Context: an optimization exercise on an open-source flow, tuned for small area, a short achievable clock period and few clock cycles per item. The choices shown serve that exercise and are no tape-out recipe.
Function was checked by simulation only, so behaviour that the tests miss may differ from the original.
Power and IR drop assume default switching activity.

### design/flow/design.v
package muldiv_pkg;
    function automatic logic is_word(input logic [3:0] op);
        is_word = (op >= 4'd8) && (op <= 4'd12);
    endfunction
    function automatic logic is_illegal(input logic [3:0] op);
        is_illegal = op > 4'd12;
    endfunction
    function automatic logic is_mul(input logic [3:0] op);
        is_mul = (op <= 4'd3) || (op == 4'd8);
    endfunction
    function automatic logic is_rem(input logic [3:0] op);
        is_rem = (op == 4'd6) || (op == 4'd7) || (op == 4'd11) || (op == 4'd12);
    endfunction
    function automatic logic is_signed_a(input logic [3:0] op);
        is_signed_a = (op == 4'd1) || (op == 4'd2) || (op == 4'd4) || (op == 4'd6)
            || (op == 4'd9) || (op == 4'd11);
    endfunction
    function automatic logic is_signed_b(input logic [3:0] op);
        is_signed_b = (op == 4'd1) || (op == 4'd4) || (op == 4'd6)
            || (op == 4'd9) || (op == 4'd11);
    endfunction
endpackage
module muldiv_prep (
    input  logic [3:0]  op,
    input  logic [63:0] rs1,
    input  logic [63:0] rs2,
    output logic [66:0] x,
    output logic [63:0] y,
    output logic [65:0] m,
    output logic        a_neg,
    output logic        b_neg
);
    logic        word;
    logic        mul;
    logic        sa;
    logic        sb;
    logic [63:0] a_ext;
    logic [63:0] b_ext;
    always_comb begin
        word  = muldiv_pkg::is_word(op);
        mul   = muldiv_pkg::is_mul(op);
        sa    = muldiv_pkg::is_signed_a(op);
        sb    = muldiv_pkg::is_signed_b(op);
        a_ext = word ? {{32{sa & rs1[31]}}, rs1[31:0]} : rs1;
        b_ext = word ? {{32{sb & rs2[31]}}, rs2[31:0]} : rs2;
        a_neg = sa & a_ext[63];
        b_neg = sb & b_ext[63];
        x     = mul ? 67'd0 : {3'b000, a_ext ^ {64{a_neg}}};
        y     = mul ? rs1 : 64'd0;
        m     = {{2{b_neg}}, b_ext};
    end
endmodule
module muldiv_iter
#(
    parameter int XLEN     = 64,
    parameter bit WORD_OPS = 1
) (
    input  logic            clk,
    input  logic            rst,
    input  logic            flush,
    input  logic            in_valid,
    output logic            in_ready,
    input  logic [3:0]      op,
    input  logic [XLEN-1:0] rs1,
    input  logic [XLEN-1:0] rs2,
    output logic            out_valid,
    input  logic            out_ready,
    output logic [XLEN-1:0] result,
    output logic            busy
);
    localparam logic [2:0] S_IDLE  = 3'd0;
    localparam logic [2:0] S_MUL   = 3'd1;
    localparam logic [2:0] S_INC   = 3'd2;
    localparam logic [2:0] S_ALIGN = 3'd3;
    localparam logic [2:0] S_DIV   = 3'd4;
    localparam logic [2:0] S_FIX   = 3'd5;
    localparam logic [2:0] S_CAP   = 3'd6;
    logic [2:0]  st;
    logic [5:0]  cnt;
    logic [66:0] x;       
    logic [63:0] y;       
    logic [65:0] m;       
    logic        yb;      
    logic        c_word;
    logic        c_mul;
    logic        c_hi;    
    logic        c_mulhu;
    logic        c_rem;
    logic        c_ill;
    logic        c_dn;    
    logic        c_neg;   
    logic        c_dz;    
    logic [66:0] p_x;
    logic [63:0] p_y;
    logic [65:0] p_m;
    logic        p_aneg;
    logic        p_bneg;
    muldiv_prep u_prep (
        .op   (op),
        .rs1  (rs1),
        .rs2  (rs2),
        .x    (p_x),
        .y    (p_y),
        .m    (p_m),
        .a_neg(p_aneg),
        .b_neg(p_bneg)
    );
    logic        take;
    logic        cap_ok;
    logic        s1, s2, inv, cin;
    logic [66:0] qop;
    logic [66:0] sum;
    logic        ge;
    logic        m_zero;
    logic        last;
    logic [63:0] rv;
    logic [63:0] rn;
    logic [63:0] res_n;
    assign in_ready = (st == S_IDLE) || ((st == S_CAP) && !out_valid);
    assign busy     = (st != S_IDLE) || out_valid;
    assign take     = in_ready && in_valid && !flush && !rst;
    assign cap_ok   = (st == S_CAP) && (!out_valid || out_ready);
    always_comb begin
        s1 = 1'b0; s2 = 1'b0; inv = 1'b0; cin = 1'b0;
        case (st)
            S_MUL: begin
                s1  = y[0] ^ yb;
                s2  = (y[1] & ~y[0] & ~yb) | (~y[1] & y[0] & yb);
                inv = y[1] & ~(y[0] & yb);
                cin = inv;
            end
            S_INC:   cin = 1'b1;
            S_ALIGN: begin s2 = 1'b1; inv = ~c_dn; cin = ~c_dn; end
            S_DIV:   begin s1 = 1'b1; inv = ~c_dn; cin = ~c_dn; end
            S_FIX:   s1 = 1'b1;
            default: ;
        endcase
        qop = ((s1 ? {m[65], m} : 67'd0) | (s2 ? {m, 1'b0} : 67'd0)) ^ {67{inv}};
        sum = x + qop + {66'd0, cin};
        ge  = ~sum[66];
        m_zero = (m == 66'd0);
        last = c_word ? (cnt == 6'd15) : (cnt == 6'd31);
    end
    always_comb begin
        rv = c_rem ? x[63:0] : y;
        rn = c_neg ? (64'd0 - rv) : rv;
        if (c_ill)                   res_n = 64'd0;
        else if (c_mul && c_hi)      res_n = x[63:0];
        else if (c_mul && c_word)    res_n = {{32{y[63]}}, y[63:32]};
        else if (c_mul)              res_n = y;
        else if (c_dz && !c_rem)     res_n = {64{1'b1}};
        else if (c_word)             res_n = {{32{rn[31]}}, rn[31:0]};
        else                         res_n = rn;
    end
    always_ff @(posedge clk) begin
        if (take) begin
            x       <= p_x;
            y       <= p_y;
            m       <= p_m;
            yb      <= 1'b0;
            cnt     <= 6'd0;
            c_word  <= muldiv_pkg::is_word(op);
            c_mul   <= muldiv_pkg::is_mul(op);
            c_hi    <= (op == 4'd1) || (op == 4'd2) || (op == 4'd3);
            c_mulhu <= (op == 4'd3);
            c_rem   <= muldiv_pkg::is_rem(op);
            c_ill   <= muldiv_pkg::is_illegal(op);
            c_dn    <= p_bneg;
            c_neg   <= muldiv_pkg::is_rem(op) ? p_aneg : (p_aneg ^ p_bneg);
            c_dz    <= 1'b0;
        end else begin
            case (st)
                S_MUL: begin
                    x   <= {sum[66], sum[66], sum[66:2]};
                    y   <= {sum[1:0], y[63:2]};
                    yb  <= y[1];
                    cnt <= cnt + 6'd1;
                end
                S_INC: x <= sum;
                S_FIX: x <= sum;
                S_ALIGN: begin
                    if (m_zero) c_dz <= 1'b1;
                    else if (ge) begin
                        m   <= {m[64:0], 1'b0};
                        cnt <= cnt + 6'd1;
                    end
                end
                S_DIV: begin
                    if (ge) x <= sum;
                    y   <= {y[62:0], ge};
                    m   <= {m[65], m[65:1]};
                    cnt <= cnt - 6'd1;
                end
                default: ;
            endcase
        end
    end
    always_ff @(posedge clk) begin
        if (rst) begin
            st        <= S_IDLE;
            out_valid <= 1'b0;
        end else if (flush) begin
            st        <= S_IDLE;
            out_valid <= 1'b0;
        end else begin
            if (out_valid && out_ready) out_valid <= 1'b0;
            if (cap_ok) begin
                result    <= res_n;
                out_valid <= 1'b1;
            end
            if (take) begin
                if (muldiv_pkg::is_illegal(op))   st <= S_CAP;
                else if (muldiv_pkg::is_mul(op))  st <= S_MUL;
                else if (p_aneg)                  st <= S_INC;
                else                              st <= S_ALIGN;
            end else begin
                case (st)
                    S_MUL:   if (last) st <= (c_mulhu && y[1]) ? S_FIX : S_CAP;
                    S_INC:   st <= S_ALIGN;
                    S_FIX:   st <= S_CAP;
                    S_ALIGN: if (m_zero) st <= S_CAP;
                             else if (!ge) st <= S_DIV;
                    S_DIV:   if (cnt == 6'd0) st <= S_CAP;
                    S_CAP:   if (cap_ok) st <= S_IDLE;
                    default: ;
                endcase
            end
        end
    end
endmodule
### design/flow/config.mk
export PLATFORM = sky130hd
export DESIGN_NAME = muldiv_iter
export DESIGN_NICKNAME = muldiv_iter
export VERILOG_FILES = /design/flow/design.v
export SDC_FILE = /design/flow/constraint.sdc
export NUM_CORES = 4
export LEC_CHECK = 0
export CAP_MARGIN = 20
export CORE_MARGIN = 2
export CORE_UTILIZATION = 40
export SLEW_MARGIN = 20
### design/flow/constraint.sdc
create_clock -name core_clock -period 10.0 [get_ports {clk}]
set_input_delay 2.0000 -clock core_clock [delete_from_list [all_inputs] [get_ports {clk}]]
set_output_delay 2.0000 -clock core_clock [all_outputs]
set_load 0.01 [all_outputs]
### design/flow/run.sh
#!/bin/bash
# synth_recipe.tcl (not shown) runs the flow's synth.tcl, then flattens the netlist and writes it again
# the make line also repeats each setting of config.mk as NAME=value (left out here)
make -C /OpenROAD-flow-scripts/flow DESIGN_CONFIG=/design/flow/config.mk WORK_HOME=/design/flow/orfs CLKGATE_MAP_FILE= SYNTH_SCRIPT=/design/flow/synth_recipe.tcl finish
==> notes.md <==
-- stage by stage --
| step | setup WS (ns) | utilization, % | total power [mW] | hold slack, ns |
|---|---|---|---|---|
| floorplan | 0.129 | - | 2.71 | 0.446 |
| global placement | 3.21 | 45.2 | 3.26 | 0.471 |
| detailed placement | 2.99 | 45.2 | 3.27 | 0.478 |
| CTS | 2.97 | 47.2 | 4.55 | 0.488 |
| global route | 2.77 | 47.2 | 4.78 | 0.527 |
| finish | 3.34 | 47.2 | 4.56 | 0.479 |
-- per-layer routing --
metal / vias up / part of all wire [%] / global-route usage, % / wire length (um)
met5: - / 0 / 0 / 0
met4: 0 / 3.2 / 9.07 / 2820
met3: 103 / 8.2 / 3.33 / 7210
met2: 1051 / 43 / 43.0 / 38100
met1: 10800 / 46 / 43.2 / 40300
li1: 10200 / - / - / -
-- area by class of cell --
cell class                 count  area (um^2)
sequential                   281         8320
inverter                      47          179
timing repair buffer         240         2330
tap                          756          946
clock buffer                  43          906
fill                        5438        29900
multi-input combinational   2131        13900
clock inverter                20          196
antenna                        1         2.50
-- logic make-up (layout without fill, tap and decap cells) --
family	count (synthesis)	after routing	synth area share, %
other cells	0	1	0
buf+inv	238	350	4.09
xor+xnor	258	258	9.81
fa+ha+maj	74	74	4.12
compound gates	916	916	25.7
simple gates	774	774	15.4
flops	281	281	36.1
mux	109	109	4.81
-- layout by cell type (no fill, tap or decap), types with 28 or more instances in the layout --
| master | n |
|---|---|
| xnor2_1 | 163 |
| buf_4 | 36 |
| nand2_1 | 344 |
| nor3_1 | 73 |
| a21o_1 | 36 |
| o22ai_1 | 35 |
| edfxtp_1 | 269 |
| clkbuf_16 | 35 |
| mux2i_1 | 99 |
| o21ai_1 | 35 |
| ha_1 | 71 |
| o21ai_0 | 183 |
| nand4_1 | 28 |
| clkdlybuf4s50_1 | 203 |
| inv_1 | 44 |
| xor2_1 | 95 |
| a21oi_1 | 206 |
| nor2_1 | 165 |
| a22oi_1 | 207 |
-- flip-flops by register name (all words and copies together) (netlist names) --
register,count
x,67
m,66
result,64
y,64
cnt,6
st,3
c_dn,1
c_dz,1
c_hi,1
c_ill,1
c_mul,1
c_mulhu,1
c_neg,1
c_rem,1
c_word,1
out_valid,1
yb,1
-- synth_stat cells, types with 18 or more instances --
cell      number
nand3_1       25
nor2_1       169
o21bai_1      18
a21o_1        37
buf_1         24
a22oi_1      207
clkbuf_1     156
xor2_1        95
edfxtp_1     269
o21ai_0      185
a221oi_1      27
inv_1         44
o22ai_1       36
o21ai_1       34
xnor2_1      163
nor4_1        19
ha_1          71
nor3_1        74
a211oi_1      19
nand2_1      345
nand2b_1      19
o221ai_1      23
a21oi_1      207
mux2i_1       99
nand4_1       28
-- power by group through the flow --
stage | logic (mW) | clock network [mW] | registers (mW)
after detailed placement | 1.51 | 0 | 1.76
after CTS | 1.52 | 1.29 | 1.74
after global placement | 1.50 | 0 | 1.76
final | 1.54 | 1.27 | 1.76
after floorplan | 1.09 | 0 | 1.62
after global routing | 1.69 | 1.33 | 1.76
-- worst paths after layout --
kind                               end  slack [ns]  cells past startpoint
worst min register to register  cnt[5]        0.48                      1
worst min-delay path            cnt[5]        0.48                      1
worst max-delay path             x[61]        3.34                     18
worst max register to register   x[61]        3.34                     18
-- worst max-delay path, delay by kind of cell, from the launching register on --
family                     cells  cell delay [ns]
buffers and inverters          3             1.50
adders and majority gates      1             0.37
xor gates and xnor gates       2             0.43
AOI/OAI and AO/OA             11             2.77
and+or+nand+nor                1             0.55
DFF                            1             0.56
==> run_results.csv <==
group,metric,value,unit
logic_synthesis,syn_area,23000,um^2
route,drt_iter0_markers,2591,
power_and_ir_drop,intPower,2.83,mW
logic_synthesis,ys_top_cells_by_area,"edfxtp_1 (35%), a22oi_1 (6.7%), xnor2_1 (6.2%)",
setup_path,arrival,6.85,ns
logic_synthesis,syn_area_per_cell,8.69,um^2
cells_and_area,layout.nets,2947,
timing,setup_viol,0,
job,max-cap-violations,0,
min_path,hp-class,"flop to flop",
route,via_per_inst,6.27,
run_status,outcome,"no timing/DRC/antenna violations",
clock_tree,root_buffer,"clkbuf_16",
timing,worstMarginPinSlew,1.07,ns
setup_path,required,10.19,ns
power_and_ir_drop,p_per_area,171,nW/um^2
timing,fin_crit_sh,66.6,%
cells_and_area,syn2layout_area_growth,16.2,%
global_routing,grt_pass1_wl,131000,um
timing,rsz0062_at_grt,"false",
placement,placedCellCount,3454,
setup_path,critPathCaptureType,"flop",
cells_and_area,drive_gt1_share,4.85,%
power_and_ir_drop,p_seq_share,38.6,%
floorplanning,core-area,56700,um^2
route,wirelength,88500,um
timing,finClkSkew,0.0251,ns
setup_path,start_kind,"flop",
global_routing,grt_use_total,28.8,%
placement,place.port_buffers,203,
power_and_ir_drop,max-vdd-ir-drop,0.0000998,V
clock_tree,clkTransAtPathRegs,0.06,ns
timing,hold_violations,0,
logic_synthesis,seq_area_frac_synth,36.1,%
floorplanning,die_w,244,um
clock_tree,htreeDepth,2,
setup_path,crit_chain,"or3b_2 -> a31oi_4 -> buf_4 -> a22oi_1 -> xnor2_1 -> ha_1 -> a21oi_1 -> o21ai_0 -> a211oi_1 -> o21ai_0 -> a31oi_1 -> o311ai_1 -> a41oi_1 -> xnor2_1 -> buf_4 -> o31ai_1 -> a221oi_4 -> buf_4",
route,route.detailed.drc,0,
clock_tree,post_cts_buffers,0,
global_routing,grt_pass1_vias,20300,
route,first_pass_iters,6,
timing,relSlewSlack,28.5,%
logic_synthesis,async_flop_share,0,%
route,ant_nets,0,
power_and_ir_drop,p_leak,9.56,nW
clock_tree,cts_tree,"built",
cells_and_area,final_cells,3519,
setup_path,path_class,"flop to flop",
global_routing,grt_max_degree,77,
floorplanning,die_height,244,um
cells_and_area,final_area,26800,um^2
logic_synthesis,synth_cells,2650,
floorplanning,start_util,40.6,%
power_and_ir_drop,p_comb_share,33.6,%
clock_tree,cts_num_sinks,281,
logic_synthesis,synth-edff-count,269,
route,drt-wirelength-per-cell,25.1,um
setup_path,slowest_delay,0.74,ns
floorplanning,num_rows,87,
clock_tree,cts_hold_buf,0,
power_and_ir_drop,switchingPower,1.74,mW
logic_synthesis,synth_top_area_cell,"edfxtp_1",
logic_synthesis,yosysWarnings,2,
global_routing,antenna_found_initial,0,
setup_path,cp-startpoint,"y[0]",
timing,finalCriticalPeriod,6.66,ns
clock_tree,cts_buffers,35,
setup_path,cp_max_fo,67,
timing,setup_tns,0,ns
logic_synthesis,ys_seq_elements,281,
clock_tree,ctsResizeCount,0,
logic_synthesis,synth_flop_cell,"edfxtp_1",
placement,gp_congestion,0.938,
placement,dpl_cell_area,25600,um^2
placement,dp.final_hpwl,66800,um
global_routing,gr-total-overflow,0,
clock_tree,clk_latency,0.57,ns
logic_synthesis,synthesis.nets,2861,
min_path,min_from,"cnt[5]",
logic_synthesis,synth_cell_types,89,
power_and_ir_drop,swShare,38.1,%
floorplanning,ioPinCount,204,
logic_synthesis,synth_top_area_share,35.1,%
setup_path,r2r_start,"y[0]",
timing,max_freq,0.150,GHz
setup_path,worst_path_max_delay_cell,"buf_4",
timing,slew_violations,0,
clock_tree,ctsLongestPathBuffers,3,
power_and_ir_drop,clock_power_share,27.8,%
route,dr_total_vias,22100,
floorplanning,dieArea,59500,um^2
setup_path,cpMostUsedCell,"buf_4",
Testbench counts, summed over its fixed seeds: cycles 48,622, items 2,400.

## separate check: timing with driven ports
The flow's constraints put no driver on any port. The routed layout listed below was extracted and timed again, unchanged, in two steps. Step 1: set_driving_cell puts a clkbuf_16 on clk and a buf_2 on each other input, an assumption about the parent block. Step 2 moves the port delays by t, midway between the first and last clock arrival at a register: inputs arrive t later, outputs are due t later. That takes back most of the time a late clock gives input paths. Slacks: ideal ports / drivers / drivers and shift; pairs: ideal ports / drivers.
shift t [ns]: 0.621
setup slack, ns: 3.342 / 3.342 / 3.342
worst setup path after step 2: register to register
After both steps this run still meets setup and hold. For this run, drivers alone change the setup slack by 0.000 ns; drivers and shift together by 0.000 ns.
